What follows belongs to an exercise in optimizing a design on an open flow for small area and a short achievable clock period; a production flow would make more cautious choices. In this exercise RTL edits were held to simulation tests only and were not proved equivalent to the original. Power figures rest on the tool's default switching activity, not on a simulated workload.

Setup of v12:
Design executeStage, start of the top module:
module executeStage (
    input  logic                         clk_i,
    input  logic                         rst_n_i,
    input  logic                         stall_i,
    input  logic                         bubble_i,
    input  logic [3:0]                   icode_i,
    input  logic [3:0]                   ifun_i,
    input  logic [2:0]                   stat_i,
    input  logic [y86Pkg::WORD_W-1:0]    valA_i,
    input  logic [y86Pkg::WORD_W-1:0]    valB_i,
    input  logic [y86Pkg::WORD_W-1:0]    valC_i,
    input  logic [3:0]                   dstE_i,
    input  logic [3:0]                   dstM_i,
    input  logic [3:0]                   srcA_i,      
    input  logic [3:0]                   srcB_i,
    output logic [3:0]                   icode_o,
    output logic [2:0]                   stat_o,
    output logic [y86Pkg::WORD_W-1:0]    valE_o,
    output logic [y86Pkg::WORD_W-1:0]    valA_o,
    output logic [3:0]                   dstE_o,
    output logic [3:0]                   dstM_o,
    output logic                         cnd_o
);
==> flow/config.mk <==
export PLATFORM = sky130hd
export DESIGN_NAME = executeStage
export DESIGN_NICKNAME = executeStage
export VERILOG_FILES = /design/flow/design.v
export SDC_FILE = /design/flow/constraint.sdc
export NUM_CORES = 4
export LEC_CHECK = 0
export CAP_MARGIN = 20
export CORE_MARGIN = 2
export CORE_UTILIZATION = 40
export PLACE_DENSITY = 0.75
export SLEW_MARGIN = 20
==> flow/constraint.sdc <==
create_clock -name core_clock -period 7.2 [get_ports {clk_i}]
set_input_delay 1.4400 -clock core_clock [delete_from_list [all_inputs] [get_ports {clk_i}]]
set_output_delay 1.4400 -clock core_clock [all_outputs]
set_load 0.01 [all_outputs]
standard.sh (not shown) runs the stock make flow with config.mk's settings and CLKGATE_MAP_FILE= SYNTH_SCRIPT=/design/flow/synth_recipe.tcl, a recipe that flattens the netlist after the stock synthesis.
==> flow/flow/run.sh <==
#!/bin/bash
set -euo pipefail
export BUFFER_PORTS_ARGS="-buffer_cell sky130_fd_sc_hd__buf_1"
export CTS_BUF_LIST="sky130_fd_sc_hd__clkbuf_8 sky130_fd_sc_hd__clkbuf_16"
export CTS_CLUSTER_SIZE=24
export CTS_CLUSTER_DIAMETER=100
export SETUP_SLACK_MARGIN=4.2
bash standard.sh finish > make_finish.log 2>&1
Input changes introduced in v17 (baseline for comparison: v12):
- changing CAP_MARGIN from 20 to 10
- removing PLACE_DENSITY (formerly 0.75)
- changing SLEW_MARGIN from 20 to 10
Notes after the runs:
Compared with v12, in v17 final area held, register-to-register slack saw an increase, fraction of power spent switching nets shrank by 0.34 points, maximum clock skew at final layout moved up. Highest achievable clock rate grows by a few percent when moving from v12 to v17. v17 vs v12 — final HPWL from detailed placement dropped by a few percent. v17 reports its type of the setup path with the least slack as primary input to flop while v12 reports flop to flop.
[inputs] v44 vs v17
- a change of SLEW_MARGIN from 10 to 20
- a change of CAP_MARGIN from 10 to 20
- a change of CORE_UTILIZATION from 40 to 60
## What came out
- v44 completed end to end with timing, DRC and antenna clean.
- Cmp v44 and v17 / maximum clock frequency / lower: v44
- On die area: v44 sits below v17.
- Measured against each other, v44 and v17 differ in headroom to the max-slew limit, the lower figure coming from v17.
- Comparing v44 and v17, the lower number of ordinary and repair buffers in the finished layout was measured on v44.
- v17 has a higher portion of total power attributed to combinational logic than v44.
- On final layout net count, v44 and v17 are basically level.
- Re worst reg2reg path depth: v17 was lower than v44.
- Compare v44 and v17 | post-detailed-routing wire length lower: v44
> inputs changed (v44 -> v2)
- CORE_UTILIZATION: 60 -> 40
--- a/flow/flow/run.sh
+++ b/flow/flow/run.sh
@@ -6,3 +6,3 @@
 export CTS_CLUSTER_DIAMETER=100
-export SETUP_SLACK_MARGIN=4.2
+export SETUP_SLACK_MARGIN=4.3
 bash standard.sh finish > make_finish.log 2>&1
[summary]
There was hardly any difference in worst hold slack between v44 and v2.
u_memoryRegister.valE_o[51] as the capture point of the worst path was reported by v44, and u_executeRegister.opY_o[63] by v2.
v2 vs v44 on number of non-clock buffers: v2 is the higher one.
v2 against v44: post-synthesis share of cell area spent on xor and xnor gates held; floorplan core area went up 50%.
Master of the slowest instance on the critical path = ha_1: v44; master of the slowest instance on the critical path = buf_8: v2
Relative to v2, the following input files were edited for v50:
--- a/flow/flow/run.sh
+++ b/flow/flow/run.sh
@@ -6,3 +6,3 @@
 export CTS_CLUSTER_DIAMETER=100
-export SETUP_SLACK_MARGIN=4.3
+export SETUP_SLACK_MARGIN=4.4
 bash standard.sh finish > make_finish.log 2>&1
## What came out
Ratio of final minimum period to clock period (v50 over v2): decrease, 1.3 points. Of the two values seen for cell with the biggest individual delay on the critical path, buf_8 was produced by v2 and edfxtp_1 by v50. The lower length in cells of the worst reg-to-reg path of v2 and v50 is in v2. From v2 to v50 the numbers moved as follows: net switching power figure rose 1.7%, met1 routed wirelength after detailed routing increased by 6.6% relative to the old numbers. v50 finished every step from synthesis to the final layout, and the layout passed the timing, DRC and antenna checks. Delta (v50 minus v2): leakage power moved up, aggregate global-route resource usage grew by 1.2 points, met1 track demand over resource now sits higher, arrival time reported for the critical path endpoint barely changed.

-- what the ideal ports hide --
The flow's constraints put no driver on any port. The routed layouts listed below were extracted and timed again, unchanged, in two steps.
Step 1 assumes that a clkbuf_16 drives the clock port and a buf_2 every other input.
Step 2, shift: input delay + t, output delay - t, t = (earliest + latest rising clock arrival at the registers) / 2. This alone moves slack from input paths to output paths.
a / b / c = ideal ports / drivers / drivers and shift; a / b = the first two.
run	shift t [ns]	setup slack, ns	hold WS [ns]	slew at the worst register clock pin (ns)	worst slew at a driven data input, ns
v12	0.585	4.213 / 4.213 / 3.697	0.400 / 0.400 / 0.400	0.10 / 0.10	0.09
v17	0.573	4.308 / 4.312 / 3.760	0.403 / 0.403 / 0.403	0.10 / 0.10	0.08
v44	0.557	4.275 / 4.275 / 3.761	0.414 / 0.414 / 0.414	0.10 / 0.10	0.09
v2	0.575	4.246 / 4.252 / 3.678	0.411 / 0.411 / 0.411	0.10 / 0.10	0.11
v50	0.583	4.340 / 4.340 / 3.785	0.402 / 0.402 / 0.402	0.10 / 0.10	0.07
After both steps setup and hold are still met in every run listed. For v2, which loses most, drivers alone change the setup slack by +0.006 ns; drivers and shift together by -0.568 ns.
